This design comes from an exercise in tuning for small area, a short achievable clock period and few clock cycles per item on the open sky130 flow, not from production work.
RTL that was checked went through simulation tests only; none was proved equivalent to the original.
The RTL of runs 2 to 5 was laid out without a check of its function.
Power is estimated from default activity; no workload was simulated.

--- flow/standard.sh ---
#!/bin/bash
# synth_recipe.tcl (not shown) runs the flow's synth.tcl, then flattens the netlist and writes it again
# the make line also repeats each setting of config.mk as NAME=value (left out here)
make -C /OpenROAD-flow-scripts/flow DESIGN_CONFIG=/design/flow/config.mk WORK_HOME=/design/flow/orfs CLKGATE_MAP_FILE= SYNTH_SCRIPT=/design/flow/synth_recipe.tcl "${@:-finish}"
--- flow/config.mk ---
export PLATFORM = sky130hd
export DESIGN_NAME = ifft8_seq
export DESIGN_NICKNAME = ifft8_seq
export VERILOG_FILES = /design/flow/design.v
export SDC_FILE = /design/flow/constraint.sdc
export NUM_CORES = 4
export LEC_CHECK = 0
export CAP_MARGIN = 20
export CORE_MARGIN = 2
export CORE_UTILIZATION = 40
export CTS_BUF_LIST = sky130_fd_sc_hd__clkbuf_16
export CTS_CLUSTER_DIAMETER = 200
export CTS_CLUSTER_SIZE = 24
export SLEW_MARGIN = 20
--- flow/constraint.sdc ---
create_clock -name core_clock -period 22.0 [get_ports {clk}]
set_input_delay 4.4000 -clock core_clock [delete_from_list [all_inputs] [get_ports {clk}]]
set_output_delay 4.4000 -clock core_clock [all_outputs]
set_load 0.01 [all_outputs]
--- flow/flow/run.sh ---
#!/bin/bash
# The standard layout (standard.sh) with two changes passed to ORFS:
# buf_2 cells as the port buffers instead of the default pick, and a setup
# margin for the repair steps. ORFS writes its per-step logs under orfs/logs;
# the make output goes to standard.log here.
export BUFFER_PORTS_ARGS="-buffer_cell sky130_fd_sc_hd__buf_2"
export SETUP_SLACK_MARGIN=16.8
bash standard.sh > standard.log 2>&1
--- flow/design.v ---
module ifft8_seq #(
  parameter int unsigned W  = 12,
  parameter int unsigned IW = 16
) (
  input  logic                clk,
  input  logic                rst,
  input  logic                in_valid,
  output logic                in_ready,
  input  logic signed [W-1:0] in_re,
  input  logic signed [W-1:0] in_im,
  output logic                out_valid,
  input  logic                out_ready,
  output logic signed [W-1:0] out_re,
  output logic signed [W-1:0] out_im,
  output logic                out_last,
  output logic                busy
);
  localparam int unsigned SW = W + 1;    
  localparam int unsigned UW = W + 3;    
  localparam int unsigned AW = IW;       
  logic signed [W-1:0]  r_ir_re, r_ir_im;
  logic                 r_ir_v;
  logic [2:0]           r_in_cnt;    
  logic [2:0]           r_ld_cnt;    
  logic signed [SW-1:0] r_sr [4];
  logic signed [SW-1:0] r_si [4];
  logic signed [SW-1:0] r_dr [4];
  logic signed [SW-1:0] r_di [4];
  logic w_in_fire;
  logic r_idle;        
  logic r_outph;       
  assign w_in_fire = in_valid & r_idle;
  always_ff @(posedge clk) begin
    r_ir_re <= in_re;
    r_ir_im <= in_im;
  end
  logic signed [SW-1:0] w_ir_re_x, w_ir_im_x;
  assign w_ir_re_x = SW'(r_ir_re);
  assign w_ir_im_x = SW'(r_ir_im);
  always_ff @(posedge clk) begin
    if (r_ir_v) begin
      for (int i = 0; i < 3; i++) begin
        r_sr[i] <= r_sr[i+1];
        r_si[i] <= r_si[i+1];
        r_dr[i] <= r_dr[i+1];
        r_di[i] <= r_di[i+1];
      end
      r_sr[3] <= (r_sr[0] & {SW{r_ld_cnt[2]}}) + w_ir_re_x;
      r_si[3] <= (r_si[0] & {SW{r_ld_cnt[2]}}) + w_ir_im_x;
      r_dr[3] <= r_sr[0] - w_ir_re_x;
      r_di[3] <= r_si[0] - w_ir_im_x;
    end
  end
  function automatic logic [IW-1:0] add4(input logic [IW-1:0] a, input logic [IW-1:0] b,
                                         input logic [IW-1:0] c, input logic [IW-1:0] d,
                                         input logic ci0, input logic ci1, input logic ci2);
    logic [IW-1:0] s1, k1, s2, k2;
    s1 = a ^ b ^ c;
    k1 = {((a & b) | (a & c) | (b & c)) , ci0};
    s2 = s1 ^ k1 ^ d;
    k2 = {((s1 & k1) | (s1 & d) | (k1 & d)), ci1};
    add4 = s2 + k2 + IW'(ci2);
  endfunction
  logic       r_pre;       
  logic [1:0] r_pre_cnt;
  logic [2:0] r_k;         
  logic       r_k_done;    
  logic       w_adv;
  logic       w_step;
  assign w_adv  = ~out_valid | out_ready;
  assign w_step = r_outph & ~r_k_done & w_adv;
  logic                 w_y_load, w_y_v, w_y_neg;
  logic                 w_tr_load, w_ti_load;
  logic signed [UW-1:0] r_y;
  logic signed [UW-1:0] w_y;
  logic signed [UW-1:0] d1r, d1i, d3r, d3i;
  logic signed [UW-1:0] r_tr, r_ti;
  logic                 n1r, n1i, n3r, n3i;
  assign d1r = UW'(r_dr[1]);
  assign d1i = UW'(r_di[1]);
  assign d3r = UW'(r_dr[3]);
  assign d3i = UW'(r_di[3]);
  always_comb begin
    case ({w_y_v, w_y_neg})
      2'b00:   begin n1r = 1'b0; n1i = 1'b1; n3r = 1'b1; n3i = 1'b1; end
      2'b01:   begin n1r = 1'b1; n1i = 1'b1; n3r = 1'b0; n3i = 1'b1; end
      2'b10:   begin n1r = 1'b0; n1i = 1'b0; n3r = 1'b0; n3i = 1'b1; end
      default: begin n1r = 1'b0; n1i = 1'b1; n3r = 1'b0; n3i = 1'b0; end
    endcase
    w_y = add4(d1r ^ {UW{n1r}}, d1i ^ {UW{n1i}}, d3r ^ {UW{n3r}}, d3i ^ {UW{n3i}},
               1'b1, ~w_y_v, ~w_y_v);
  end
  function automatic logic signed [UW-1:0] tw10(input logic signed [UW-1:0] y);
    logic signed [UW+6:0] e;
    logic signed [UW+6:0] p;
    logic signed [UW+6:0] b;
    e = (UW+7)'(y);
    b = {{(UW){1'b0}}, y[UW-1], y[UW-1], 1'b0, y[UW-1], y[UW-1], 1'b0, y[UW-1]};   
    p = (e <<< 6) + (e <<< 4) + (e <<< 3) + e + (e >>> 1) + (e >>> 4) + (e >>> 5)
      + (e >>> 8) + (e >>> 9) + (UW+7)'(12) + b;
    tw10 = p[UW+6:7];
  endfunction
  always_ff @(posedge clk) begin
    if (w_y_load) begin
      r_y <= w_y;
    end
    if (w_tr_load) begin
      r_tr <= tw10(r_y);
    end
    if (w_ti_load) begin
      r_ti <= tw10(r_y);
    end
  end
  logic signed [AW-1:0] w_xr, w_xi;
  logic signed [AW-1:0] s0r, s0i, s1r, s1i, s2r, s2i, s3r, s3i;
  logic signed [AW-1:0] d0r, d0i, d2r, d2i, tr, ti;
  assign s0r = AW'(r_sr[0]);  assign s0i = AW'(r_si[0]);
  assign s1r = AW'(r_sr[1]);  assign s1i = AW'(r_si[1]);
  assign s2r = AW'(r_sr[2]);  assign s2i = AW'(r_si[2]);
  assign s3r = AW'(r_sr[3]);  assign s3i = AW'(r_si[3]);
  assign d0r = AW'(r_dr[0]);  assign d0i = AW'(r_di[0]);
  assign d2r = AW'(r_dr[2]);  assign d2i = AW'(r_di[2]);
  assign tr  = AW'(r_tr);     assign ti  = AW'(r_ti);
  logic signed [AW-1:0] w_ra, w_rb, w_rc, w_rd, w_ia, w_ib, w_ic, w_id;
  logic [8:0]           r_ctl;
  logic [2:0]           r_ctl_i;     
  logic                 c_od, c_sn, c_sw, c_nrb, c_nrc, c_nrd, c_nib, c_nic, c_nid;
  logic                 ci_od, ci_sn, ci_sw;
  assign {c_od, c_sn, c_sw, c_nrb, c_nrc, c_nrd, c_nib, c_nic, c_nid} = r_ctl;
  assign {ci_od, ci_sn, ci_sw} = r_ctl_i;
  function automatic logic [8:0] ctl_of(input logic [2:0] k);
    case (k)
      3'd0: ctl_of = 9'b010_000_000;
      3'd2: ctl_of = 9'b001_110_011;
      3'd4: ctl_of = 9'b010_101_101;
      3'd6: ctl_of = 9'b001_011_110;
      3'd1: ctl_of = 9'b100_100_000;
      3'd3: ctl_of = 9'b100_000_100;
      3'd5: ctl_of = 9'b100_110_010;
      default: ctl_of = 9'b100_010_110;
    endcase
  endfunction
  always_comb begin
    w_ra = c_od ? d0r : s0r;
    w_ia = ci_od ? d0i : s0i;
    w_rb = ({AW{c_od}} & d2i) | ({AW{c_sn}} & s1r) | ({AW{c_sw}} & s1i);
    w_ib = ({AW{ci_od}} & d2r) | ({AW{ci_sn}} & s1i) | ({AW{ci_sw}} & s1r);
    w_rc = c_od ? tr : s2r;
    w_ic = ci_od ? ti : s2i;
    w_rd = ({AW{c_sn}} & s3r) | ({AW{c_sw}} & s3i);
    w_id = ({AW{ci_sn}} & s3i) | ({AW{ci_sw}} & s3r);
    w_xr = add4(w_ra, w_rb ^ {AW{c_nrb}}, w_rc ^ {AW{c_nrc}}, w_rd ^ {AW{c_nrd}},
                c_nrb, c_nrc, c_nrd);
    w_xi = add4(w_ia, w_ib ^ {AW{c_nib}}, w_ic ^ {AW{c_nic}}, w_id ^ {AW{c_nid}},
                c_nib, c_nic, c_nid);
  end
  function automatic logic signed [W-1:0] scale_sat(input logic signed [AW-1:0] v);
    if (v[AW-1] != v[AW-2]) begin
      scale_sat = {v[AW-1], {(W-1){~v[AW-1]}}};
    end else begin
      scale_sat = v[W+2:3];
    end
  endfunction
  assign w_y_v     = r_pre ? r_pre_cnt[1] : r_k[0];
  assign w_y_neg   = ~r_pre & ~r_k[1];
  assign w_y_load  = (r_pre & (r_pre_cnt != 2'd0)) | (w_step & (r_k < 3'd6));
  assign w_tr_load = (r_pre & r_pre_cnt[1]) | (w_step & r_k[0] & (r_k != 3'd7));
  assign w_ti_load = w_step & ~r_k[0];
  always_ff @(posedge clk) begin
    if (w_in_fire & (r_in_cnt == 3'd7)) begin
      r_ctl_i <= 3'b010;
    end else if (w_step) begin
      r_ctl_i <= ctl3_of(r_k + 3'd1);
    end
  end
  function automatic logic [2:0] ctl3_of(input logic [2:0] k);
    logic [8:0] c;
    c = ctl_of(k);
    ctl3_of = c[8:6];
  endfunction
  always_ff @(posedge clk) begin
    if (rst) begin
      r_ir_v    <= 1'b0;
      r_in_cnt  <= 3'd0;
      r_ld_cnt  <= 3'd0;
      r_pre     <= 1'b0;
      r_pre_cnt <= 2'd0;
      r_k       <= 3'd0;
      r_ctl     <= ctl_of(3'd0);
      r_k_done  <= 1'b0;
      in_ready  <= 1'b1;
      r_idle    <= 1'b1;
      r_outph   <= 1'b0;
      busy      <= 1'b0;
      out_valid <= 1'b0;
      out_last  <= 1'b0;
    end else begin
      r_ir_v <= w_in_fire;
      if (r_ir_v) begin
        r_ld_cnt <= r_ld_cnt + 3'd1;
      end
      if (w_in_fire) begin
        r_in_cnt <= r_in_cnt + 3'd1;
        if (r_in_cnt == 3'd7) begin
          in_ready  <= 1'b0;
          r_idle    <= 1'b0;
          busy      <= 1'b1;
          r_pre     <= 1'b1;
          r_pre_cnt <= 2'd0;
          r_k       <= 3'd0;
          r_ctl     <= ctl_of(3'd0);
          r_k_done  <= 1'b0;
        end
      end
      if (r_pre) begin
        r_pre_cnt <= r_pre_cnt + 2'd1;
        if (r_pre_cnt[1]) begin
          r_pre   <= 1'b0;
          r_outph <= 1'b1;
        end
      end
      if (w_step) begin
        out_valid <= 1'b1;
        out_last  <= (r_k == 3'd7);
        out_re    <= scale_sat(w_xr);
        out_im    <= scale_sat(w_xi);
        r_k       <= r_k + 3'd1;
        r_ctl     <= ctl_of(r_k + 3'd1);
        if (r_k == 3'd7) begin
          r_k_done <= 1'b1;
        end
      end else if (out_valid & out_ready) begin
        out_valid <= 1'b0;
      end
      if (out_valid & out_ready & out_last) begin
        in_ready  <= 1'b1;
        r_idle    <= 1'b1;
        r_outph   <= 1'b0;
        busy      <= 1'b0;
        out_valid <= 1'b0;
        out_last  <= 1'b0;
      end
    end
  end
endmodule
==> results of run 1 <==
-- cell usage after synthesis, types with 28 or more instances --
| cell | instances |
|---|---|
| a21oi_1 | 88 |
| nor2_1 | 65 |
| a22oi_1 | 29 |
| mux2i_1 | 32 |
| ha_1 | 157 |
| xnor2_1 | 166 |
| o21ai_0 | 33 |
| nand2_1 | 47 |
| and2_1 | 28 |
| edfxtp_1 | 277 |
| dfxtp_1 | 54 |
| clkbuf_1 | 37 |
| fa_1 | 148 |
| inv_1 | 185 |
| xor2_1 | 68 |
-- path summary, 6_finish.rpt --
check                         end  slack [ns]  cells after the start
max reg2reg    r_ti[14]$_DFFE_PP_       16.98                     16
min          r_sr[1][3]$_DFFE_PP_        0.45                      0
min reg2reg  r_sr[1][3]$_DFFE_PP_        0.45                      0
max                     out_im[1]       16.44                      1
-- power groups by stage --
stage / combinational, mW / clock [mW] / sequential [mW]
final: 0.679 / 0.346 / 0.758
after global routing: 0.746 / 0.376 / 0.761
after CTS: 0.678 / 0.359 / 0.758
after detailed placement: 0.668 / 0 / 0.772
after global placement: 0.654 / 0 / 0.771
after floorplan: 0.517 / 0 / 0.769
-- layout make-up --
type / instances / area share, %
tap: 688 / 3.71
clock buffer: 17 / 1.83
inverter: 185 / 3.02
clock inverter: 13 / 0.248
multi-input combinational: 1141 / 48.2
sequential: 331 / 40.5
timing repair buffer: 86 / 2.43
-- cell families after synthesis --
kind of cell	count (synthesis)	synth area share, %
flip-flops	331	43.9
adder cells (fa/ha/maj)	316	23.6
AO/OA/AOI/OAI	299	10.3
buffers and inverters	238	4.44
AND/OR/NAND/NOR	238	5.58
XOR/XNOR	235	9.65
multiplexers	52	2.55
-- registers in the layout, summed over array words and instances, names as in the netlist, 2 cells and up --
signal / cells
r_di: 52
r_y: 15
r_tr: 15
out_im: 12
r_ir_re: 12
r_ctl: 8
r_ti: 15
r_ld_cnt: 3
r_dr: 52
r_in_cnt: 3
out_re: 12
r_k: 3
r_si: 52
r_ctl_i: 3
r_sr: 52
r_pre_cnt: 2
r_ir_im: 12
-- timing repair --
action,in CTS,in global routing
buffers inserted,8,10
endpoints found under the setup margin,117,70
endpoints found under the hold margin,0,0
gates resized for setup,17,18
pin swaps,3,1
cloned,1,0
-- stage by stage --
step                      utilization [%]  cell area [sq um]  setup WS, ns  hold WS [ns]  instances
after floorplan                         -              21500         16.35         0.418       1709
after global placement               42.6              22500         16.11         0.431       2412
after detailed placement             42.6              22500         16.05         0.434       2412
after CTS                            43.8              23100         16.43         0.458       2451
after global routing                 44.0              23200         16.42         0.466       2461
final                                44.0              23200         16.44         0.454       2461
-- routing by layer --
metal	global-route usage [%]	vias up
met4	4.23	0
met1	26.2	6520
li1	-	6094
met5	0	-
met2	30.3	359
met3	2.60	50
==> summary.txt, run 1 <==
STA
  • Setup TNS: 0 ns
  • Final worst-path cycle share: 25.3%
  • Max Freq: 180 MHz
  • Transition time of the tightest slew-check pin: 1.12 ns
  • # setup viols final: 0
  • Skew final: 0.0238 ns
  • Final hold vios: 0
  • RSZ-0062 raised after global routing: true
  • Slew Limit Fails: 0
  • Normalized max-slew margin: 25.3%
  • Min cycle time layout: 5.56 ns

Routing
  • Vias: 13023
  • Drt pass-1 iters: 5
  • Final WL: 51.6 mm
  • WL met1: 23.6 mm
  • Metal3 WL: 3.23 mm
  • Vias per cell: 5.29
  • Top sig layer: met4
  • WL/cell: 21.0 um
  • ANT nets after route: 0
  • Remaining DRCs: 0
  • Met2 routed WL: 23.8 mm
  • Drt initial violations: 1020

Logic synthesis
  • Dominant register cell in the synthesized netlist: edfxtp_1
  • Synth top area cells: edfxtp_1 (39%), fa_1 (14%), ha_1 (9.2%)
  • Synth warnings: 5
  • Cell taking the most area after synthesis: edfxtp_1
  • Post-Synthesis Cells: 1709
  • Fraction of registers with async set/reset: 0%
  • Syn nets: 2042
  • Post-Syn Area: 21400 sq um
  • Post-synth top area share: 38.9%
  • EDFF count, synth: 277
  • Avg Inst Size Synth: 12.5 sq um
  • Post-synthesis sequential area ratio: 43.9%
  • Seq cells post-synth: 331
  • Distinct cells, synth: 72

Setup path
  • Family with the most delay on the worst path: flip-flops
  • CP endpoint kind: primary output
  • Worst setup path category: reg -> out
  • Crit path buf inv count: 1
  • Crit path launch: out_im[1]$_DFFE_PP_
  • Arr. time, crit path: 1.16 ns
  • Worst R2R Start: r_y[9]$_DFFE_PP_
  • Critical-path maximum fanout: 1
  • Startpoint types: flip-flop
  • Slowest cell on crit path: edfxtp_1
  • Critical Path, Cell by Cell: buf_2
  • CP required: 17.60 ns
  • CP max stage delay: 0.45 ns

Global route
  • GRT Util Overall: 18.5%
  • Initial antenna violation count: 0
  • Wire length of the first global-routing pass: 78.8 mm
  • Pin count of the biggest net entering global routing: 193
  • Remaining global-route overflow: 0
  • Vias in the first global route: 13490

Clock network
  • Num CTS Buffers: 17
  • Clock transition at path regs: 0.11 ns
  • Worst skew pair latency: 0.54 ns
  • Clk sinks: 331
  • CTS tree: built
  • # hold bufs at CTS: 0
  • Clock root cell: clkbuf_16
  • CTS Buffer Depth: 3
  • H-tree depth: 1

Final layout
  • Sequential Area: 9420 sq um
  • Fillcell total: 4849
  • Area of the multi-input gates: 11200 sq um
  • Commonest non-fill, non-tap cell in the layout: edfxtp_1
  • Most frequent cells in the layout: edfxtp_1 (277), inv_1 (188), xnor2_1 (166)
  • Layout cells sized above 1: 11.7%
  • Diodes inserted: 0
  • Final #Nets: 2095
  • Area grow syn2layout: 8.52%

Placement
  • Port Buf Inserts: 55
  • RePlAce Congestion: 0.861
  • Hpwl dp: 38.6 mm

Pwr
  • Power Dens Cells: 76.7 nW/um^2
  • Comb pwr share: 38.1%
  • Clock share of power: 19.4%
  • Net Sw Frac: 34.9%
  • P_sw: 622 uW
  • Static leakage: 9.10 nW
  • P_int: 1.16 mW
  • Flop pwr share: 42.5%
  • Worst VDD drop: 70.3 uV
  • Total power: 1.78 mW

Status
  • Outcome: timing/DRC/antenna clean

Die
  • Die height: 235 um
  • Die area: 55400 sq um
  • Std cell rows: 84
  • Placeable Area: 52800 sq um
  • Num ports: 56
  • Initial Util: 40.6%
  • Die Wd: 235 um

Min path
  • Hold_sp: r_sr[2][3]$_DFFE_PP_
  • Hold Crit Class: reg -> reg

Flow run
  • Max cap viols: 0
Testbench counts, summed over its fixed seeds: cycles 7,680, frames 384.
==> inputs of run 2 (changes only) <==
--- a/flow/design.v
+++ b/flow/design.v
@@ -37,6 +37,15 @@
   logic signed [SW-1:0] w_ir_re_x, w_ir_im_x;
   assign w_ir_re_x = SW'(r_ir_re);
   assign w_ir_im_x = SW'(r_ir_im);
+  logic [SW-1:0] w_ld_sr, w_ld_si, w_ld_dr, w_ld_di;
+  ifft8_csel_add #(.N(SW), .L(7)) u_ld_sr (
+    .a(r_sr[0] & {SW{r_ld_cnt[2]}}), .b(w_ir_re_x), .ci(1'b0), .s(w_ld_sr));
+  ifft8_csel_add #(.N(SW), .L(7)) u_ld_si (
+    .a(r_si[0] & {SW{r_ld_cnt[2]}}), .b(w_ir_im_x), .ci(1'b0), .s(w_ld_si));
+  ifft8_csel_add #(.N(SW), .L(7)) u_ld_dr (
+    .a(r_sr[0]), .b(~w_ir_re_x), .ci(1'b1), .s(w_ld_dr));
+  ifft8_csel_add #(.N(SW), .L(7)) u_ld_di (
+    .a(r_si[0]), .b(~w_ir_im_x), .ci(1'b1), .s(w_ld_di));
   always_ff @(posedge clk) begin
     if (r_ir_v) begin
       for (int i = 0; i < 3; i++) begin
@@ -45,10 +54,10 @@
         r_dr[i] <= r_dr[i+1];
         r_di[i] <= r_di[i+1];
       end
-      r_sr[3] <= (r_sr[0] & {SW{r_ld_cnt[2]}}) + w_ir_re_x;
-      r_si[3] <= (r_si[0] & {SW{r_ld_cnt[2]}}) + w_ir_im_x;
-      r_dr[3] <= r_sr[0] - w_ir_re_x;
-      r_di[3] <= r_si[0] - w_ir_im_x;
+      r_sr[3] <= w_ld_sr;
+      r_si[3] <= w_ld_si;
+      r_dr[3] <= w_ld_dr;
+      r_di[3] <= w_ld_di;
     end
   end
   function automatic logic [IW-1:0] add4(input logic [IW-1:0] a, input logic [IW-1:0] b,
@@ -93,11 +102,9 @@
   function automatic logic signed [UW-1:0] tw10(input logic signed [UW-1:0] y);
     logic signed [UW+6:0] e;
     logic signed [UW+6:0] p;
-    logic signed [UW+6:0] b;
     e = (UW+7)'(y);
-    b = {{(UW){1'b0}}, y[UW-1], y[UW-1], 1'b0, y[UW-1], y[UW-1], 1'b0, y[UW-1]};   
     p = (e <<< 6) + (e <<< 4) + (e <<< 3) + e + (e >>> 1) + (e >>> 4) + (e >>> 5)
-      + (e >>> 8) + (e >>> 9) + (UW+7)'(12) + b;
+      + (e >>> 8) + (e >>> 9) + (y[UW-1] ? (UW+7)'(121) : (UW+7)'(12));
     tw10 = p[UW+6:7];
   endfunction
   always_ff @(posedge clk) begin
@@ -123,11 +130,11 @@
   assign tr  = AW'(r_tr);     assign ti  = AW'(r_ti);
   logic signed [AW-1:0] w_ra, w_rb, w_rc, w_rd, w_ia, w_ib, w_ic, w_id;
   logic [8:0]           r_ctl;
-  logic [2:0]           r_ctl_i;     
+  logic [2:0]           r_ctl_in;    
   logic                 c_od, c_sn, c_sw, c_nrb, c_nrc, c_nrd, c_nib, c_nic, c_nid;
   logic                 ci_od, ci_sn, ci_sw;
   assign {c_od, c_sn, c_sw, c_nrb, c_nrc, c_nrd, c_nib, c_nic, c_nid} = r_ctl;
-  assign {ci_od, ci_sn, ci_sw} = r_ctl_i;
+  assign {ci_od, ci_sn, ci_sw} = ~r_ctl_in;
   function automatic logic [8:0] ctl_of(input logic [2:0] k);
     case (k)
       3'd0: ctl_of = 9'b010_000_000;
@@ -139,6 +146,11 @@
       3'd5: ctl_of = 9'b100_110_010;
       default: ctl_of = 9'b100_010_110;
     endcase
+  endfunction
+  function automatic logic [2:0] ctli_of(input logic [2:0] k);
+    logic [8:0] c;
+    c = ctl_of(k);
+    ctli_of = ~c[8:6];
   endfunction
   always_comb begin
     w_ra = c_od ? d0r : s0r;
@@ -167,18 +179,6 @@
   assign w_tr_load = (r_pre & r_pre_cnt[1]) | (w_step & r_k[0] & (r_k != 3'd7));
   assign w_ti_load = w_step & ~r_k[0];
   always_ff @(posedge clk) begin
-    if (w_in_fire & (r_in_cnt == 3'd7)) begin
-      r_ctl_i <= 3'b010;
-    end else if (w_step) begin
-      r_ctl_i <= ctl3_of(r_k + 3'd1);
-    end
-  end
-  function automatic logic [2:0] ctl3_of(input logic [2:0] k);
-    logic [8:0] c;
-    c = ctl_of(k);
-    ctl3_of = c[8:6];
-  endfunction
-  always_ff @(posedge clk) begin
     if (rst) begin
       r_ir_v    <= 1'b0;
       r_in_cnt  <= 3'd0;
@@ -187,6 +187,7 @@
       r_pre_cnt <= 2'd0;
       r_k       <= 3'd0;
       r_ctl     <= ctl_of(3'd0);
+      r_ctl_in  <= ctli_of(3'd0);
       r_k_done  <= 1'b0;
       in_ready  <= 1'b1;
       r_idle    <= 1'b1;
@@ -209,6 +210,8 @@
           r_pre_cnt <= 2'd0;
           r_k       <= 3'd0;
           r_ctl     <= ctl_of(3'd0);
+          r_ctl_in  <= ctli_of(3'd0);
+      r_ctl_in  <= ctli_of(3'd0);
           r_k_done  <= 1'b0;
         end
       end
@@ -226,6 +229,7 @@
         out_im    <= scale_sat(w_xi);
         r_k       <= r_k + 3'd1;
         r_ctl     <= ctl_of(r_k + 3'd1);
+        r_ctl_in  <= ctli_of(r_k + 3'd1);
         if (r_k == 3'd7) begin
           r_k_done <= 1'b1;
         end
@@ -243,3 +247,29 @@
     end
   end
 endmodule
+module ifft8_csel_add #(
+  parameter int N = 13,
+  parameter int L = 7
+) (
+  input  logic [N-1:0] a,
+  input  logic [N-1:0] b,
+  input  logic         ci,
+  output logic [N-1:0] s
+);
+  logic [N:0]   c0, c1, cl;
+  logic [N-1:0] s0, s1;
+  assign cl[0] = ci;
+  for (genvar i = 0; i < L; i++) begin : g_lo
+    assign s[i]    = a[i] ^ b[i] ^ cl[i];
+    assign cl[i+1] = (a[i] & b[i]) | (a[i] & cl[i]) | (b[i] & cl[i]);
+  end
+  assign c0[L] = 1'b0;
+  assign c1[L] = 1'b1;
+  for (genvar i = L; i < N; i++) begin : g_hi
+    assign s0[i]   = a[i] ^ b[i] ^ c0[i];
+    assign c0[i+1] = (a[i] & b[i]) | (a[i] & c0[i]) | (b[i] & c0[i]);
+    assign s1[i]   = a[i] ^ b[i] ^ c1[i];
+    assign c1[i+1] = (a[i] & b[i]) | (a[i] & c1[i]) | (b[i] & c1[i]);
+    assign s[i]    = cl[L] ? s1[i] : s0[i];
+  end
+endmodule
==> flow/flow/run.sh (replaced) <==
#!/bin/bash
# The standard layout (standard.sh), with buf_4 cells as the port
# buffers instead of the default pick. ORFS writes its per-step logs under
# orfs/logs; the make output goes to standard.log here.
export BUFFER_PORTS_ARGS="-buffer_cell sky130_fd_sc_hd__buf_2"
export SETUP_SLACK_MARGIN=16
bash standard.sh > standard.log 2>&1
==> flow/config.mk (replaced) <==
export PLATFORM = sky130hd
export DESIGN_NAME = ifft8_seq
export DESIGN_NICKNAME = ifft8_seq
export VERILOG_FILES = /design/flow/design.v
export SDC_FILE = /design/flow/constraint.sdc
export NUM_CORES = 4
export LEC_CHECK = 0
export CAP_MARGIN = 20
export CORE_MARGIN = 2
export CORE_UTILIZATION = 65
export CTS_BUF_LIST = sky130_fd_sc_hd__clkbuf_8
export SLEW_MARGIN = 20
==> run 2 against run 1 <==
  * Still clean
  * Total power down 4.6%
  * Combinational power down 47%
  * Design area down 1.5%
  * Sequential cell count down 1
  * Clock skew up 0.015 ns
  * Register-to-register slack worse by 0.70 ns
==> summary.txt, run 2 <==
Setup path
  • Critical path depth in cells: 16 (was 1)
  • Reg-to-Reg End: r_tr[14]$_DFFE_PP_ (was r_ti[14]$_DFFE_PP_)
  • Worst R2R Start: r_y[12]$_DFFE_PP_ (was r_y[9]$_DFFE_PP_)
  • Critical Path, Cell by Cell: fa_1 > inv_1 > fa_1 > inv_1 > fa_1 > inv_1 > fa_1 > inv_1 > ha_1 > nand4_1 > o22ai_1 > o211ai_1 > a32oi_1 > nand3_1 > mux2_2 > a211oi_1 (was buf_2)
  • Internal reg-to-reg setup slack: 16.28 ns (was 16.98 ns)
  • Critical-path maximum fanout: 8 (was 1)
  • CP endpoint: r_tr[14]$_DFFE_PP_ (was out_im[1])
  • CP max stage delay: 0.61 ns (was 0.45 ns)
  • Crit path buf inv count: 4 (was 1)
  • Arr. time, crit path: 6.07 ns (was 1.16 ns)
  • CP required: 22.34 ns (was 17.60 ns)
  • CP endpoint kind: flip-flop (was primary output)
  • Slowest cell on crit path: edfxtp_1 (unchanged)
  • Reg2Reg Depth: 16 (unchanged)
  • Startpoint types: flip-flop (unchanged)
  • Crit path launch: r_y[12]$_DFFE_PP_ (was out_im[1]$_DFFE_PP_)
  • Worst setup path category: reg -> reg (was reg -> out)
  • Family with the most delay on the worst path: adder cells (was flip-flops)

Clock network
  • Worst skew pair latency: 0.65 ns (was 0.54 ns)
  • Num CTS Buffers: 55 (was 17)
  • Clock root cell: clkbuf_8 (was clkbuf_16)
  • # hold bufs at CTS: 0 (unchanged)
  • CTS Buffer Depth: 3 (unchanged)
  • Clk sinks: 330 (was 331)
  • Clock transition at path regs: 0.06 ns (was 0.11 ns)
  • H-tree depth: 2 (was 1)
  • CTS tree: built (unchanged)

Logic synthesis
  • Fraction of registers with async set/reset: 0% (unchanged)
  • Syn nets: 1953 (was 2042)
  • Post-Synthesis Cells: 1615 (was 1709)
  • EDFF count, synth: 277 (unchanged)
  • Most common cell in the netlist: edfxtp_1 (unchanged)
  • Synth warnings: 9 (was 5)
  • Post-Syn Area: 20800 sq um (was 21400 sq um)
  • Most frequent cells after synthesis: edfxtp_1 (277), inv_1 (180), fa_1 (179) (was edfxtp_1 (277), inv_1 (185), xnor2_1 (166))
  • Post-synth top area share: 39.9% (was 38.9%)
  • Dominant register cell in the synthesized netlist: edfxtp_1 (unchanged)
  • Cell taking the most area after synthesis: edfxtp_1 (unchanged)
  • Distinct cells, synth: 69 (was 72)
  • Avg Inst Size Synth: 12.9 sq um (was 12.5 sq um)
  • Synth top area cells: edfxtp_1 (40%), fa_1 (17%), ha_1 (7.9%) (was edfxtp_1 (39%), fa_1 (14%), ha_1 (9.2%))
  • Post-synthesis sequential area ratio: 45.0% (was 43.9%)
  • Seq cells post-synth: 330 (was 331)

Routing
  • Vias: 12776 (was 13023)
  • Vias per cell: 5.94 (was 5.29)
  • ANT nets after route: 0 (unchanged)
  • Drt pass-1 iters: 6 (was 5)
  • WL/cell: 22.2 um (was 21.0 um)
  • Final WL: 47.8 mm (was 51.6 mm)
  • Drt initial violations: 1243 (was 1020)
  • Remaining DRCs: 0 (unchanged)

Die
  • Die Wd: 183 um (was 235 um)
  • Num ports: 56 (unchanged)
  • Initial Util: 66.0% (was 40.6%)
  • Placeable Area: 31600 sq um (was 52800 sq um)
  • Die height: 183 um (was 235 um)
  • Die area: 33500 sq um (was 55400 sq um)
  • Std cell rows: 65 (was 84)

Final layout
  • Area grow syn2layout: 9.87% (was 8.52%)
  • Commonest non-fill, non-tap cell in the layout: edfxtp_1 (unchanged)
  • Layout cells sized above 1: 12.7% (was 11.7%)
  • Diodes inserted: 0 (unchanged)
  • Final #Nets: 2042 (was 2095)
  • Fin cells: 2152 (was 2461)
  • Post-route cell area: 22900 sq um (was 23200 sq um)
  • Most frequent cells in the layout: edfxtp_1 (277), inv_1 (190), fa_1 (179) (was edfxtp_1 (277), inv_1 (188), xnor2_1 (166))
  • Fillcell total: 2197 (was 4849)

Global route
  • Initial antenna violation count: 0 (unchanged)
  • Wire length of the first global-routing pass: 73.7 mm (was 78.8 mm)
  • Remaining global-route overflow: 0 (unchanged)
  • Pin count of the biggest net entering global routing: 81 (was 193)
  • GRT Util Overall: 29.6% (was 18.5%)
  • Vias in the first global route: 12968 (was 13490)

Status
  • Outcome: timing/DRC/antenna clean (unchanged)

STA
  • # setup viols final: 0 (unchanged)
  • Transition time of the tightest slew-check pin: 1.13 ns (was 1.12 ns)
  • RSZ-0062 raised after global routing: false (was true)
  • Final hold vios: 0 (unchanged)
  • Setup TNS: 0 ns (unchanged)
  • Max Freq: 175 MHz (was 180 MHz)
  • Min cycle time layout: 5.72 ns (was 5.56 ns)
  • Final worst-path cycle share: 26.0% (was 25.3%)
  • Slew Limit Fails: 0 (unchanged)
  • Skew final: 0.0390 ns (was 0.0238 ns)
  • Normalized max-slew margin: 24.5% (was 25.3%)

Pwr
  • Static leakage: 9.31 nW (was 9.10 nW)
  • Power Dens Cells: 74.3 nW/um^2 (was 76.7 nW/um^2)
  • Worst VDD drop: 56.3 uV (was 70.3 uV)

Placement
  • Post-DP Area: 21600 sq um (was 22500 sq um)
  • RePlAce Congestion: 0.869 (was 0.861)
  • Port Buf Inserts: 55 (unchanged)
  • DP Cell Count: 2043 (was 2412)
  • Hpwl dp: 34.6 mm (was 38.6 mm)

Flow run
  • Max cap viols: 0 (unchanged)

Min path
  • Hold Crit Class: reg -> reg (unchanged)
-- run 2: cell count changes after synthesis, sizes merged, moves of 9 or more --
cell	change
a21oi	-31
nor2b	-16
nor2	-12
fa	+31
ha	-26
nand2	+9
xnor2	-14
-- run 2: kinds of logic (layout without fill, tap and decap cells) --
| group | Yosys count | after routing | synth area share [%] |
|---|---|---|---|
| xor gates and xnor gates | 216 | 216 | 9.08 |
| adders and majority gates | 321 | 321 | 25.7 |
| DFF | 330 | 330 | 45.0 |
| and+or+nand+nor | 218 | 218 | 5.10 |
| AOI/OAI and AO/OA | 247 | 247 | 8.27 |
| buffers and inverters | 230 | 365 | 4.23 |
| muxes | 53 | 53 | 2.65 |
-- run 2: through the flow --
stage               hold slack (ns)  worst slack (ns)  util [%]  total power [mW]
floorplan                     0.418             16.01         -              1.02
global placement              0.427             15.62      68.4              1.10
detailed placement            0.433             15.56      68.4              1.11
global route                  0.452             16.04      72.5              1.78
CTS                           0.440             16.17      72.3              1.70
finish                        0.438             16.28      72.5              1.70
-- run 2: metal layers --
| layer | global-route usage [%] | up-vias | wire (um) |
|---|---|---|---|
| met3 | 5.44 | 55 | 3870 |
| met1 | 42.5 | 6389 | 20700 |
| met5 | 0 | - | 0 |
| met4 | 8.19 | 0 | 1020 |
| li1 | - | 5829 | - |
| met2 | 47.0 | 503 | 22300 |
-- run 2: what timing repair did --
item                       CTS  global route
setup buffers                0             6
gates resized for setup      0             3
setup endpoints to repair    0            40
-- run 2: area by class of cell --
| cell class | instances | area, sq um | share of cell area [%] |
|---|---|---|---|
| multi-input combinational | 1055 | 10600 | 46.4 |
| sequential | 330 | 9390 | 41.0 |
| clock buffer | 63 | 867 | 3.79 |
| inverter | 182 | 687 | 3.00 |
| tap | 402 | 503 | 2.20 |
| timing repair buffer | 80 | 463 | 2.02 |
| clock inverter | 40 | 364 | 1.59 |
-- run 2: worst min-delay path by stage --
| stage | startpoint | end | cells after the start |
|---|---|---|---|
| after floorplan | r_sr[2][12]$_DFFE_PP_ | r_sr[1][12]$_DFFE_PP_ | 0 |
| after global placement | r_sr[2][7]$_DFFE_PP_ | r_sr[1][7]$_DFFE_PP_ | 0 |
| after detailed placement | r_si[2][6]$_DFFE_PP_ | r_si[1][6]$_DFFE_PP_ | 0 |
| after CTS | r_si[2][5]$_DFFE_PP_ | r_si[1][5]$_DFFE_PP_ | 0 |
| after global routing | r_si[2][9]$_DFFE_PP_ | r_si[1][9]$_DFFE_PP_ | 0 |
| final | r_si[2][5]$_DFFE_PP_ | r_si[1][5]$_DFFE_PP_ | 0 |
-- run 2: report_power, final --
group,total (mW),internal [mW],switching (mW)
Sequential,0.742,0.722,0.0192
Combinational,0.359,0.156,0.203
Clock,0.601,0.337,0.264
Total,1.70,1.22,0.486
==> inputs of run 3 (changes only) <==
==> flow/flow/run.sh (replaced) <==
#!/bin/bash
# The standard layout (standard.sh) with two changes passed to ORFS:
# buf_2 cells as the port buffers instead of the default pick, and a setup
# margin for the repair steps. ORFS writes its per-step logs under orfs/logs;
# the make output goes to standard.log here.
export BUFFER_PORTS_ARGS="-buffer_cell sky130_fd_sc_hd__buf_2"
export SETUP_SLACK_MARGIN=16
bash standard.sh > standard.log 2>&1
--- a/flow/config.mk
+++ b/flow/config.mk
@@ -7,6 +7,8 @@
 export LEC_CHECK = 0
 export CAP_MARGIN = 20
 export CORE_MARGIN = 2
-export CORE_UTILIZATION = 65
-export CTS_BUF_LIST = sky130_fd_sc_hd__clkbuf_8
+export CORE_UTILIZATION = 40
+export CTS_BUF_LIST = sky130_fd_sc_hd__clkbuf_16
+export CTS_CLUSTER_DIAMETER = 200
+export CTS_CLUSTER_SIZE = 24
 export SLEW_MARGIN = 20
==> run 3 against run 2 <==
  * Design area shrank 1.9%
  * Register-to-register slack gained 0.08 ns
  * Die area grew 61%
  * Count of clock-buffer cells in the layout shrank 46
  * Sequential power shrank 0.5%
  * Global-route usage shrank 11 points
  * Clock skew shrank 0.024 ns
  * Hold slack gained 0.011 ns
  * Largest cell class unchanged
  * Synthesized cell count is the same
  * Sequential cell count is the same
  * Via count shrank 4.4%
  * Clock power shrank 42%
  * Highest routed layer unchanged
==> summary.txt, run 3 <==
Status
  • Outcome: timing/DRC/antenna clean (unchanged)

Routing
  • Drt initial violations: 1176 (was 1243)
  • Vias: 12214 (was 12776)
  • Remaining DRCs: 0 (unchanged)
  • Drt pass-1 iters: 6 (unchanged)
  • Vias per cell: 5.19 (was 5.94)
  • ANT nets after route: 0 (unchanged)
  • Final WL: 48.2 mm (was 47.8 mm)
  • WL/cell: 20.5 um (was 22.2 um)

Global route
  • GRT Util Overall: 18.2% (was 29.6%)
  • Wire length of the first global-routing pass: 74.4 mm (was 73.7 mm)
  • Vias in the first global route: 12517 (was 12968)
  • Remaining global-route overflow: 0 (unchanged)
  • Pin count of the biggest net entering global routing: 83 (was 81)
  • Initial antenna violation count: 0 (unchanged)

Final layout
  • Layout cells sized above 1: 8.85% (was 12.7%)
  • Commonest non-fill, non-tap cell in the layout: edfxtp_1 (unchanged)
  • Diodes inserted: 0 (unchanged)
  • Post-route cell area: 22400 sq um (was 22900 sq um)
  • Area grow syn2layout: 7.73% (was 9.87%)
  • Area of the multi-input gates: 10600 sq um (about the same)
  • Most frequent cells in the layout: edfxtp_1 (277), inv_1 (190), fa_1 (179) (unchanged)
  • Fillcell total: 4696 (was 2197)
  • Fin cells: 2352 (was 2152)
  • Sequential Area: 9390 sq um (about the same)
  • Final #Nets: 2000 (was 2042)

Logic synthesis
  • Seq cells post-synth: 330 (unchanged)
  • Synth warnings: 9 (unchanged)
  • Syn nets: 1953 (unchanged)
  • Fraction of registers with async set/reset: 0% (unchanged)
  • Most common cell in the netlist: edfxtp_1 (unchanged)
  • Synth top area cells: edfxtp_1 (40%), fa_1 (17%), ha_1 (7.9%) (unchanged)
  • Cell taking the most area after synthesis: edfxtp_1 (unchanged)
  • Distinct cells, synth: 69 (unchanged)
  • Post-Synthesis Cells: 1615 (unchanged)
  • Post-Syn Area: 20800 sq um (unchanged)
  • Avg Inst Size Synth: 12.9 sq um (unchanged)
  • Post-synthesis sequential area ratio: 45.0% (unchanged)
  • Dominant register cell in the synthesized netlist: edfxtp_1 (unchanged)
  • Post-synth top area share: 39.9% (unchanged)
  • Most frequent cells after synthesis: edfxtp_1 (277), inv_1 (180), fa_1 (179) (unchanged)
  • EDFF count, synth: 277 (unchanged)

Placement
  • RePlAce Congestion: 0.935 (was 0.869)
  • DP Cell Count: 2323 (was 2043)
  • Post-DP Area: 22000 sq um (was 21600 sq um)
  • Port Buf Inserts: 55 (unchanged)
  • Hpwl dp: 36.2 mm (was 34.6 mm)

Die
  • Die Wd: 232 um (was 183 um)
  • Die area: 53900 sq um (was 33500 sq um)
  • Placeable Area: 51400 sq um (was 31600 sq um)
  • Std cell rows: 83 (was 65)
  • Initial Util: 40.5% (was 66.0%)
  • Num ports: 56 (unchanged)
  • Die height: 232 um (was 183 um)

Setup path
  • Crit path buf inv count: 3 (was 4)
  • Worst setup path category: reg -> reg (unchanged)
  • Critical Path, Cell by Cell: buf_4 > inv_1 > a222oi_1 > xnor2_1 > fa_1 > fa_1 > inv_1 > ha_1 > a211oi_2 > o21bai_1 > a21oi_1 > o21ai_1 > o221ai_1 > xnor2_2 > maj3_2 (was fa_1 > inv_1 > fa_1 > inv_1 > fa_1 > inv_1 > fa_1 > inv_1 > ha_1 > nand4_1 > o22ai_1 > o211ai_1 > a32oi_1 > nand3_1 > mux2_2 > a211oi_1)
  • Critical-path maximum fanout: 29 (was 8)
  • Slowest cell on crit path: xnor2_2 (was edfxtp_1)
  • CP endpoint kind: flip-flop (unchanged)
  • Arr. time, crit path: 6.05 ns (was 6.07 ns)
  • Family with the most delay on the worst path: compound AO/OA/AOI/OAI gates (was adder cells)
  • CP max stage delay: 0.58 ns (was 0.61 ns)
  • Startpoint types: flip-flop (unchanged)
  • CP required: 22.41 ns (was 22.34 ns)
  • Internal reg-to-reg setup slack: 16.36 ns (was 16.28 ns)

STA
  • Transition time of the tightest slew-check pin: 1.05 ns (was 1.13 ns)
  • Setup TNS: 0 ns (unchanged)
  • Max Freq: 177 MHz (was 175 MHz)
  • Normalized max-slew margin: 30.2% (was 24.5%)
  • # setup viols final: 0 (unchanged)
  • RSZ-0062 raised after global routing: false (unchanged)
  • Final worst-path cycle share: 25.6% (was 26.0%)
  • Min cycle time layout: 5.64 ns (was 5.72 ns)
  • Skew final: 0.0147 ns (was 0.0390 ns)
  • Final hold vios: 0 (unchanged)
  • Final hold slack: 0.449 ns (was 0.438 ns)
  • Slew Limit Fails: 0 (unchanged)

Clock network
  • CTS Buffer Depth: 3 (unchanged)
  • H-tree depth: 1 (was 2)
  • Clock transition at path regs: 0.11 ns (was 0.06 ns)
  • Setup Buffers After CTS: 0 (unchanged)
  • CTS tree: built (unchanged)
  • Num CTS Buffers: 17 (was 55)
  • Clock root cell: clkbuf_16 (was clkbuf_8)
  • Clk sinks: 330 (unchanged)
  • Worst skew pair latency: 0.53 ns (was 0.65 ns)

Min path
  • Hold Crit Class: reg -> reg (unchanged)

Pwr
  • Worst VDD drop: 54.4 uV (was 56.3 uV)
  • Static leakage: 8.88 nW (was 9.31 nW)
  • Total power: 1.47 mW (was 1.70 mW)
  • Clock share of power: 23.6% (was 35.3%)
  • Flop pwr share: 50.2% (was 43.6%)
  • Comb pwr share: 26.2% (was 21.1%)
  • P_int: 1.02 mW (was 1.22 mW)
  • P_sw: 448 uW (was 486 uW)
  • Power Dens Cells: 65.5 nW/um^2 (was 74.3 nW/um^2)
  • Net Sw Frac: 30.5% (was 28.6%)

Flow run
  • Max cap viols: 0 (unchanged)
==> run 3: worst paths after layout <==
check,startpoint,cells after the start,endpoint
setup / recovery,r_ctl_in[2]$_SDFFE_PP1P_,15,out_im[3]$_DFFE_PP_
hold reg to reg,r_si[2][0]$_DFFE_PP_,0,r_si[1][0]$_DFFE_PP_
hold / removal,r_si[2][0]$_DFFE_PP_,0,r_si[1][0]$_DFFE_PP_
setup reg to reg,r_ctl_in[2]$_SDFFE_PP1P_,15,out_im[3]$_DFFE_PP_
==> run 3: cell families (layout without fill, tap and decap cells) <==
kind of cell	Yosys count	in the layout	share of synthesized area, %
AO/OA/AOI/OAI	247	247	8.27
XOR/XNOR	216	216	9.08
adder cells (fa/ha/maj)	321	321	25.7
buffers and inverters	230	287	4.23
flip-flops	330	330	45.0
multiplexers	53	53	2.65
AND/OR/NAND/NOR	218	218	5.10
==> run 3: cell type report <==
class | count | area share (%)
clock inverter | 12 | 0.223
timing repair buffer | 76 | 1.93
sequential | 330 | 41.8
multi-input combinational | 1055 | 47.3
clock buffer | 17 | 1.90
inverter | 182 | 3.06
tap | 680 | 3.79
==> run 3: power by group through the flow <==
| stage | Sequential [mW] | Combinational, mW | Clock (mW) |
|---|---|---|---|
| after floorplan | 0.753 | 0.270 | 0 |
| after global placement | 0.752 | 0.371 | 0 |
| after detailed placement | 0.753 | 0.379 | 0 |
| after CTS | 0.738 | 0.381 | 0.360 |
| after global routing | 0.741 | 0.428 | 0.376 |
| final | 0.738 | 0.385 | 0.347 |
==> run 3: per-stage QoR <==
stage / setup slack, ns / utilization [%]
global placement: 15.63 / 42.7
finish: 16.36 / 43.7
detailed placement: 15.56 / 42.7
floorplan: 16.01 / -
global route: 16.04 / 43.7
CTS: 16.02 / 43.6
==> run 3: worst register-to-register path, cell delays in order, from the launching register on <==
cell and delay (ns):
dfxtp_2 0.33, buf_4 0.44, inv_1 0.63, a222oi_1 0.50, xnor2_1 0.20, fa_1 0.47, fa_1 0.50, inv_1 0.04
ha_1 0.28, a211oi_2 0.06, o21bai_1 0.39, a21oi_1 0.20, o21ai_1 0.34, o221ai_1 0.25, xnor2_2 0.58, maj3_2 0.33
==> run 3: routing by layer <==
| metal | track usage [%] | part of all wire (%) | routed length, um |
|---|---|---|---|
| met2 | 29.0 | 46 | 21900 |
| met4 | 3.77 | 1.7 | 808 |
| met5 | 0 | 0 | 0 |
| met3 | 2.86 | 6.0 | 2910 |
| met1 | 26.4 | 47 | 22500 |
==> run 3: what timing repair did <==
item,4_1_cts,5_1_grt
resized for setup,0,1
setup endpoints to repair,0,27
hold buffers,0,0
==> inputs of run 4 (changes only) <==
--- a/flow/design.v
+++ b/flow/design.v
@@ -78,7 +78,18 @@
   logic       w_step;
   assign w_adv  = ~out_valid | out_ready;
   assign w_step = r_outph & ~r_k_done & w_adv;
-  logic                 w_y_load, w_y_v, w_y_neg;
+  logic                 w_y_load;
+  logic [1:0]           r_yop;
+  logic [3:0]           r_yn;
+  logic                 r_yu;
+  function automatic logic [3:0] yn_of(input logic [1:0] op);
+    case (op)
+      2'd0:    yn_of = 4'b0111;
+      2'd1:    yn_of = 4'b0001;
+      2'd2:    yn_of = 4'b1101;
+      default: yn_of = 4'b0100;
+    endcase
+  endfunction
   logic                 w_tr_load, w_ti_load;
   logic signed [UW-1:0] r_y;
   logic signed [UW-1:0] w_y;
@@ -90,14 +101,9 @@
   assign d3r = UW'(r_dr[3]);
   assign d3i = UW'(r_di[3]);
   always_comb begin
-    case ({w_y_v, w_y_neg})
-      2'b00:   begin n1r = 1'b0; n1i = 1'b1; n3r = 1'b1; n3i = 1'b1; end
-      2'b01:   begin n1r = 1'b1; n1i = 1'b1; n3r = 1'b0; n3i = 1'b1; end
-      2'b10:   begin n1r = 1'b0; n1i = 1'b0; n3r = 1'b0; n3i = 1'b1; end
-      default: begin n1r = 1'b0; n1i = 1'b1; n3r = 1'b0; n3i = 1'b0; end
-    endcase
+    {n1r, n1i, n3r, n3i} = r_yn;
     w_y = add4(d1r ^ {UW{n1r}}, d1i ^ {UW{n1i}}, d3r ^ {UW{n3r}}, d3i ^ {UW{n3i}},
-               1'b1, ~w_y_v, ~w_y_v);
+               1'b1, r_yu, r_yu);
   end
   function automatic logic signed [UW-1:0] tw10(input logic signed [UW-1:0] y);
     logic signed [UW+6:0] e;
@@ -173,8 +179,6 @@
       scale_sat = v[W+2:3];
     end
   endfunction
-  assign w_y_v     = r_pre ? r_pre_cnt[1] : r_k[0];
-  assign w_y_neg   = ~r_pre & ~r_k[1];
   assign w_y_load  = (r_pre & (r_pre_cnt != 2'd0)) | (w_step & (r_k < 3'd6));
   assign w_tr_load = (r_pre & r_pre_cnt[1]) | (w_step & r_k[0] & (r_k != 3'd7));
   assign w_ti_load = w_step & ~r_k[0];
@@ -185,6 +189,9 @@
       r_ld_cnt  <= 3'd0;
       r_pre     <= 1'b0;
       r_pre_cnt <= 2'd0;
+      r_yop     <= 2'd0;
+      r_yn      <= yn_of(2'd0);
+      r_yu      <= 1'b1;
       r_k       <= 3'd0;
       r_ctl     <= ctl_of(3'd0);
       r_ctl_in  <= ctli_of(3'd0);
@@ -197,6 +204,11 @@
       out_last  <= 1'b0;
     end else begin
       r_ir_v <= w_in_fire;
+      if (w_y_load) begin
+        r_yop <= r_yop + 2'd1;
+        r_yn  <= yn_of(r_yop + 2'd1);
+        r_yu  <= r_yop[0];
+      end
       if (r_ir_v) begin
         r_ld_cnt <= r_ld_cnt + 3'd1;
       end
@@ -208,6 +220,9 @@
           busy      <= 1'b1;
           r_pre     <= 1'b1;
           r_pre_cnt <= 2'd0;
+          r_yop     <= 2'd0;
+          r_yn      <= yn_of(2'd0);
+          r_yu      <= 1'b1;
           r_k       <= 3'd0;
           r_ctl     <= ctl_of(3'd0);
           r_ctl_in  <= ctli_of(3'd0);
--- a/flow/config.mk
+++ b/flow/config.mk
@@ -8,7 +8,6 @@
 export CAP_MARGIN = 20
 export CORE_MARGIN = 2
 export CORE_UTILIZATION = 40
-export CTS_BUF_LIST = sky130_fd_sc_hd__clkbuf_16
-export CTS_CLUSTER_DIAMETER = 200
-export CTS_CLUSTER_SIZE = 24
+export CTS_BUF_LIST = sky130_fd_sc_hd__clkbuf_8
+export CTS_CLUSTER_SIZE = 30
 export SLEW_MARGIN = 20
==> run 4 against run 3 <==
  * Still clean
  * Fmax up 0.19%
  * Global-route usage up 1.4 points
  * First-iteration DRC count up 24%
  * Core utilization up 1.3 points
  * Design area up 5.1%
  * Clock skew up 0.0027 ns
  * Synthesized cell count up 2.4%
  * Non-clock buffer count down 4
  * Critical path depth down 14
  * Combinational power down 4%
  * Count of clock-buffer cells in the layout up 47
  * Critical endpoint is now in_ready
  * Largest power group unchanged
  * Highest routed layer unchanged
==> summary.txt, run 4 <==
STA
  • RSZ-0062 raised after global routing: false (unchanged)
  • Transition time of the tightest slew-check pin: 1.06 ns (was 1.05 ns)
  • Final hold vios: 0 (unchanged)
  • Normalized max-slew margin: 29.6% (was 30.2%)
  • Skew final: 0.0174 ns (was 0.0147 ns)
  • Max Freq: 178 MHz (was 177 MHz)
  • Final worst-path cycle share: 25.6% (about the same)
  • Slew Limit Fails: 0 (unchanged)
  • # setup viols final: 0 (unchanged)
  • Setup TNS: 0 ns (unchanged)
  • Min cycle time layout: 5.63 ns (was 5.64 ns)

Global route
  • GRT Util Overall: 19.6% (was 18.2%)
  • Initial antenna violation count: 1 (was 0)
  • Pin count of the biggest net entering global routing: 89 (was 83)
  • Remaining global-route overflow: 0 (unchanged)
  • Vias in the first global route: 13186 (was 12517)
  • Wire length of the first global-routing pass: 79.0 mm (was 74.4 mm)

Placement
  • RePlAce Congestion: 0.867 (was 0.935)
  • Hpwl dp: 38.2 mm (was 36.2 mm)
  • Post-DP Area: 22300 sq um (was 22000 sq um)
  • Port Buf Inserts: 55 (unchanged)

Routing
  • ANT nets after route: 0 (unchanged)
  • Remaining DRCs: 0 (unchanged)
  • Final WL: 52.0 mm (was 48.2 mm)
  • Drt initial violations: 1455 (was 1176)
  • WL/cell: 21.0 um (was 20.5 um)
  • Vias: 12880 (was 12214)
  • Vias per cell: 5.21 (was 5.19)
  • Drt pass-1 iters: 6 (unchanged)

Setup path
  • Critical-path maximum fanout: 7 (was 29)
  • Slowest cell on crit path: dfxtp_1 (was xnor2_2)
  • CP endpoint kind: primary output (was flip-flop)
  • Worst setup path category: reg -> out (was reg -> reg)
  • CP max stage delay: 0.41 ns (was 0.58 ns)
  • Crit path buf inv count: 1 (was 3)
  • CP required: 17.60 ns (was 22.41 ns)
  • Critical Path, Cell by Cell: buf_2 (was buf_4 > inv_1 > a222oi_1 > xnor2_1 > fa_1 > fa_1 > inv_1 > ha_1 > a211oi_2 > o21bai_1 > a21oi_1 > o21ai_1 > o221ai_1 > xnor2_2 > maj3_2)
  • Startpoint types: flip-flop (unchanged)
  • Crit path launch: r_idle$_SDFFE_PP1P_ (was r_ctl_in[2]$_SDFFE_PP1P_)
  • Family with the most delay on the worst path: flip-flops (was compound AO/OA/AOI/OAI gates)
  • Arr. time, crit path: 1.23 ns (was 6.05 ns)
  • Worst R2R Start: r_ld_cnt[2]$_SDFFE_PP0P_ (was r_ctl_in[2]$_SDFFE_PP1P_)

Logic synthesis
  • Syn nets: 1997 (was 1953)
  • Post-synthesis sequential area ratio: 45.0% (about the same)
  • Dominant register cell in the synthesized netlist: edfxtp_1 (unchanged)
  • Post-Syn Area: 21200 sq um (was 20800 sq um)
  • Synth top area cells: edfxtp_1 (39%), fa_1 (17%), ha_1 (8.1%) (was edfxtp_1 (40%), fa_1 (17%), ha_1 (7.9%))
  • Synth warnings: 9 (unchanged)
  • Seq cells post-synth: 337 (was 330)
  • Post-synth top area share: 39.3% (was 39.9%)
  • Cell taking the most area after synthesis: edfxtp_1 (unchanged)
  • Most frequent cells after synthesis: edfxtp_1 (277), fa_1 (179), inv_1 (171) (was edfxtp_1 (277), inv_1 (180), fa_1 (179))
  • Most common cell in the netlist: edfxtp_1 (unchanged)
  • Post-Synthesis Cells: 1653 (was 1615)
  • Avg Inst Size Synth: 12.8 sq um (was 12.9 sq um)
  • Distinct cells, synth: 67 (was 69)
  • Fraction of registers with async set/reset: 0% (unchanged)
  • EDFF count, synth: 277 (unchanged)

Pwr
  • Static leakage: 9.41 nW (was 8.88 nW)
  • Worst VDD drop: 40.5 uV (was 54.4 uV)
  • Power Dens Cells: 75.3 nW/um^2 (was 65.5 nW/um^2)

Clock network
  • Clock transition at path regs: 0.07 ns (was 0.11 ns)
  • Setup Buffers After CTS: 0 (unchanged)
  • CTS tree: built (unchanged)
  • Post-CTS Resized: 0 (unchanged)
  • Num CTS Buffers: 59 (was 17)
  • Clock root cell: clkbuf_8 (was clkbuf_16)
  • Worst skew pair latency: 0.67 ns (was 0.53 ns)
  • H-tree depth: 2 (was 1)
  • # hold bufs at CTS: 0 (unchanged)
  • Clk sinks: 337 (was 330)
  • CTS Buffer Depth: 3 (unchanged)

Final layout
  • Commonest non-fill, non-tap cell in the layout: edfxtp_1 (unchanged)
  • Area grow syn2layout: 11.4% (was 7.73%)
  • Most frequent cells in the layout: edfxtp_1 (277), inv_1 (180), fa_1 (179) (was edfxtp_1 (277), inv_1 (190), fa_1 (179))
  • Post-route cell area: 23600 sq um (was 22400 sq um)
  • Final #Nets: 2078 (was 2000)
  • Fillcell total: 4739 (was 4696)
  • Layout cells sized above 1: 12.3% (was 8.85%)

Die
  • Std cell rows: 84 (was 83)
  • Die area: 54800 sq um (was 53900 sq um)
  • Initial Util: 40.4% (was 40.5%)
  • Placeable Area: 52400 sq um (was 51400 sq um)
  • Num ports: 56 (unchanged)
  • Die Wd: 234 um (was 232 um)
  • Die height: 234 um (was 232 um)

Min path
  • Hold_sp: r_sr[2][5]$_DFFE_PP_ (was r_si[2][0]$_DFFE_PP_)
  • Hold Crit Class: reg -> reg (unchanged)

Flow run
  • Max cap viols: 0 (unchanged)

Status
  • Outcome: timing/DRC/antenna clean (unchanged)
[run 4: through the flow]
stage | cells | hold WS (ns) | util (%) | power (mW) | worst slack (ns)
4_1_cts | 2473 | 0.433 | 45.0 | 1.79 | 16.33
5_1_grt | 2474 | 0.461 | 45.0 | 1.87 | 16.14
6_report | 2474 | 0.447 | 45.0 | 1.78 | 16.37
3_5_place_dp | 2361 | 0.433 | 42.4 | 1.14 | 15.91
3_3_place_gp | 2361 | 0.429 | 42.4 | 1.13 | 15.96
2_1_floorplan | 1653 | 0.418 | - | 1.04 | 16.02
[run 4: cell type report]
| cell class | count | area, sq um | share of cell area [%] |
|---|---|---|---|
| tap | 688 | 861 | 3.65 |
| clock buffer | 64 | 881 | 3.73 |
| multi-input combinational | 1090 | 10800 | 45.8 |
| clock inverter | 48 | 447 | 1.89 |
| inverter | 174 | 653 | 2.77 |
| antenna | 1 | 2.50 | 0.0106 |
| timing repair buffer | 72 | 407 | 1.72 |
| sequential | 337 | 9530 | 40.4 |
[run 4: final timing paths]
kind | slack [ns] | endpoint | depth (start not counted)
max | 16.37 | in_ready | 1
min reg2reg | 0.45 | r_sr[1][5]$_DFFE_PP_ | 0
max reg2reg | 16.41 | r_si[3][12]$_DFFE_PP_ | 16
min | 0.45 | r_sr[1][5]$_DFFE_PP_ | 0
[run 4: cells by family (layout without fill, tap and decap cells)]
logic type	after synthesis	in the layout	synth area share [%]
compound gates	282	282	9.23
xor+xnor	218	218	9.14
buf+inv	226	358	4.05
other cells	0	1	0
mux	53	53	2.59
simple gates	217	217	4.83
flops	337	337	45.0
fa+ha+maj	320	320	25.2
[run 4: report_power, final]
part           leakage (nW)  internal [mW]  switching [mW]  total [mW]
clock                 0.724          0.367           0.285       0.652
sequential             3.07          0.736          0.0189       0.755
combinational          5.62          0.159           0.210       0.369
[run 4: per-layer routing]
metal,global-route usage (%),up-vias,routed length [um]
li1,-,5936,-
met1,26.6,6395,22700
met2,30.5,468,23400
met3,5.29,81,4470
met4,6.27,0,1420
met5,0,-,0
==> inputs of run 5 (changes only) <==
==> flow/flow/run.sh (replaced) <==
#!/bin/bash
# The standard layout (standard.sh) with two changes passed to ORFS:
# buf_4 cells as the port buffers instead of the default pick, and a setup
# margin for the repair steps. ORFS writes its per-step logs under orfs/logs;
# the make output goes to standard.log here.
export BUFFER_PORTS_ARGS="-buffer_cell sky130_fd_sc_hd__buf_4"
export SETUP_SLACK_MARGIN=16
bash standard.sh > standard.log 2>&1
==> run 5 against run 4 <==
  * Synthesized cell count did not move
  * Core utilization shrank 0.079 points
  * Sequential power barely moved
  * Sequential share of layout area increased by 0.066 points
  * Routed wire length up 0.41%
  * Fmax down 0.22%
  * Register-to-register slack worse by 0.05 ns
  * Clock power fell by 15%
  * Global-route usage about the same
  * First-iteration DRC count shrank 2.3%
==> summary.txt, run 5 <==
Placement
  • Hpwl dp: 38.2 mm (about the same)
  • Dpl ws: 15.93 ns (was 15.91 ns)
  • Post-DP Area: 22400 sq um (was 22300 sq um)
  • Port Buf Inserts: 55 (unchanged)
  • RePlAce Congestion: 0.867 (about the same)

Pwr
  • P_sw: 493 uW (was 513 uW)
  • Net Sw Frac: 29.4% (was 28.9%)
  • Worst VDD drop: 42.5 uV (was 40.5 uV)
  • Static leakage: 9.42 nW (was 9.41 nW)
  • Flop pwr share: 45.0% (was 42.5%)
  • P_int: 1.18 mW (was 1.26 mW)
  • Power Dens Cells: 71.2 nW/um^2 (was 75.3 nW/um^2)
  • Comb pwr share: 22.1% (was 20.8%)
  • Clock share of power: 32.9% (was 36.7%)

Clock network
  • Clock root cell: clkbuf_8 (unchanged)
  • Worst skew pair latency: 0.66 ns (was 0.67 ns)
  • Clk sinks: 337 (unchanged)
  • CTS tree: built (unchanged)
  • Num CTS Buffers: 58 (was 59)
  • H-tree depth: 2 (unchanged)
  • CTS Buffer Depth: 3 (unchanged)
  • Clock transition at path regs: 0.07 ns (about the same)

Logic synthesis
  • Synth Area in Adders: 25.2% (unchanged)
  • Most common cell in the netlist: edfxtp_1 (unchanged)
  • Distinct cells, synth: 67 (unchanged)
  • Simple-Gate Fraction of Synth Area: 4.83% (unchanged)
  • Most frequent cells after synthesis: edfxtp_1 (277), fa_1 (179), inv_1 (171) (unchanged)
  • Fraction of registers with async set/reset: 0% (unchanged)
  • EDFF count, synth: 277 (unchanged)
  • Mux contribution to synthesized area: 2.59% (unchanged)
  • Avg Inst Size Synth: 12.8 sq um (unchanged)
  • Post-Synthesis Cells: 1653 (unchanged)
  • Dominant register cell in the synthesized netlist: edfxtp_1 (unchanged)
  • Main combinational cell family by area after synthesis: adder cells (unchanged)
  • Synth top area cells: edfxtp_1 (39%), fa_1 (17%), ha_1 (8.1%) (unchanged)
  • Syn nets: 1997 (unchanged)
  • Synth warnings: 9 (unchanged)
  • Post-synth top area share: 39.3% (unchanged)
  • Seq cells post-synth: 337 (unchanged)
  • Cell taking the most area after synthesis: edfxtp_1 (unchanged)
  • Compound-Gate Fraction of Synth Area: 9.23% (unchanged)
  • Post-Syn Area: 21200 sq um (unchanged)
  • XOR/XNOR Fraction of Synth Area: 9.14% (unchanged)
  • Post-synthesis sequential area ratio: 45.0% (unchanged)

Die
  • Die area: 54800 sq um (unchanged)
  • Die Wd: 234 um (unchanged)
  • Die height: 234 um (unchanged)
  • Num ports: 56 (unchanged)
  • Std cell rows: 84 (unchanged)
  • Placeable Area: 52400 sq um (unchanged)
  • Initial Util: 40.4% (unchanged)

Final layout
  • Fillcell total: 4708 (was 4739)
  • Final #Nets: 2080 (was 2078)
  • Commonest non-fill, non-tap cell in the layout: edfxtp_1 (unchanged)
  • Post-route cell area: 23600 sq um (about the same)
  • Area grow syn2layout: 11.2% (was 11.4%)
  • Most frequent cells in the layout: edfxtp_1 (277), inv_1 (202), fa_1 (179) (was edfxtp_1 (277), inv_1 (180), fa_1 (179))
  • Layout cells sized above 1: 10.9% (was 12.3%)
  • Sequential Area: 9530 sq um (about the same)
  • Area of the multi-input gates: 10800 sq um (unchanged)

Routing
  • Remaining DRCs: 0 (unchanged)
  • Final WL: 52.2 mm (was 52.0 mm)
  • Vias per cell: 5.20 (was 5.21)
  • Drt pass-1 iters: 8 (was 6)
  • Drt initial violations: 1421 (was 1455)
  • ANT nets after route: 0 (unchanged)
  • WL/cell: 21.1 um (was 21.0 um)
  • Vias: 12876 (was 12880)

Global route
  • Remaining global-route overflow: 0 (unchanged)
  • Vias in the first global route: 13272 (was 13186)
  • Initial antenna violation count: 0 (was 1)
  • Pin count of the biggest net entering global routing: 84 (was 89)
  • GRT Util Overall: 19.6% (about the same)
  • Wire length of the first global-routing pass: 79.3 mm (was 79.0 mm)

STA
  • RSZ-0062 raised after global routing: false (unchanged)
  • Final hold vios: 0 (unchanged)
  • Final worst-path cycle share: 25.7% (was 25.6%)
  • Max Freq: 177 MHz (was 178 MHz)
  • Setup TNS: 0 ns (unchanged)
  • Normalized max-slew margin: 34.1% (was 29.6%)
  • Slew Limit Fails: 0 (unchanged)
  • PnR worst setup slack: 16.36 ns (was 16.37 ns)
  • # setup viols final: 0 (unchanged)
  • Min cycle time layout: 5.64 ns (was 5.63 ns)
  • Transition time of the tightest slew-check pin: 0.989 ns (was 1.06 ns)
  • Skew final: 0.0243 ns (was 0.0174 ns)

Setup path
  • Crit path buf inv count: 1 (unchanged)
  • Critical Path Most Common Cell: fa_1
  • Family with the most delay on the worst path: adder cells (was flip-flops)
  • Worst R2R Start: r_ld_cnt[2]$_SDFFE_PP0P_ (unchanged)
  • Startpoint types: flip-flop (unchanged)
  • Critical-path maximum fanout: 19 (was 7)
  • Crit path launch: r_ld_cnt[2]$_SDFFE_PP0P_ (was r_idle$_SDFFE_PP1P_)
  • Worst setup path category: reg -> reg (was reg -> out)
  • CP required: 22.46 ns (was 17.60 ns)
  • CP max stage delay: 0.51 ns (was 0.41 ns)
  • Critical Path, Cell by Cell: clkinv_2 > nor2_1 > ha_1 > fa_1 > fa_1 > fa_1 > fa_1 > fa_1 > fa_1 > or2_2 > a31oi_1 > o21bai_1 > a21oi_1 > nand2b_1 > o21ai_0 > a221oi_1 (was buf_2)
  • CP endpoint kind: flip-flop (was primary output)
  • Arr. time, crit path: 6.10 ns (was 1.23 ns)
  • Slowest cell on crit path: dfxtp_1 (unchanged)

Min path
  • Hold_sp: r_dr[2][7]$_DFFE_PP_ (was r_sr[2][5]$_DFFE_PP_)
  • Hold Crit Class: reg -> reg (unchanged)

Status
  • Outcome: timing/DRC/antenna clean (unchanged)

Flow run
  • Max cap viols: 0 (unchanged)
==> run 5: cell counts after synthesis <==
Identical to the previous run, type by type.
==> run 5: through the flow <==
stage | hold WS (ns) | std cells | util [%] | total power, mW
CTS | 0.444 | 2473 | 44.8 | 1.70
global placement | 0.426 | 2363 | 42.7 | 1.13
floorplan | 0.418 | 1653 | - | 1.04
detailed placement | 0.432 | 2363 | 42.7 | 1.14
global route | 0.453 | 2474 | 44.9 | 1.77
finish | 0.439 | 2475 | 44.9 | 1.68
==> run 5: power groups by stage <==
stage	clock (mW)	sequential (mW)	combinational, mW
final	0.552	0.755	0.370
after floorplan	0	0.767	0.275
after CTS	0.569	0.755	0.372
after detailed placement	0	0.768	0.369
after global placement	0	0.767	0.364
after global routing	0.596	0.757	0.415
==> run 5: area by class of cell <==
type	count	share of cell area, %
multi-input combinational	1090	45.9
sequential	337	40.5
tap	688	3.66
clock buffer	60	3.51
inverter	174	2.78
timing repair buffer	75	2.48
clock inverter	50	1.21
antenna	1	0.0106
==> run 5: worst register-to-register path: cells and delay by family (launching register included) <==
| kind | cells | cell delay (ns) |
|---|---|---|
| compound gates | 5 | 1.16 |
| fa+ha+maj | 7 | 2.77 |
| buf+inv | 1 | 0.40 |
| flops | 1 | 0.51 |
| simple gates | 3 | 0.61 |
==> run 5: final timing paths <==
path	endpoint	slack (ns)	cells after the start
min	r_dr[1][7]$_DFFE_PP_	0.44	0
max reg2reg	r_si[3][12]$_DFFE_PP_	16.36	16
max	r_si[3][12]$_DFFE_PP_	16.36	16
min reg2reg	r_dr[1][7]$_DFFE_PP_	0.44	0
==> run 5: cell families (layout without fill, tap and decap cells) <==
kind of cell | after synthesis | after routing
XOR/XNOR | 218 | 218
adder cells (fa/ha/maj) | 320 | 320
other | 0 | 1
AND/OR/NAND/NOR | 217 | 217
multiplexers | 53 | 53
flip-flops | 337 | 337
AO/OA/AOI/OAI | 282 | 282
buffers and inverters | 226 | 359
==> run 5: timing repair <==
item,in CTS,in global routing
gates resized for setup,0,1
setup endpoints to repair,0,1
setup buffers,0,0
hold buffers,0,0
==> run 5: per-layer routing <==
layer / wire (um) / vias up / part of all wire [%] / global-route usage (%)
li1: - / 5934 / - / -
met1: 22400 / 6389 / 43 / 26.5
met2: 23300 / 461 / 45 / 29.9
met3: 4620 / 92 / 8.8 / 5.33
met4: 1910 / 0 / 3.7 / 7.91
met5: 0 / - / 0 / 0

Setup slack of run 5, layout unchanged: 16.357 ns with ideal ports, 16.321 ns with driving cells assumed (clock clkbuf_16, inputs buf_2), 15.921 ns with port delays also shifted by the 0.702 ns mid clock arrival.
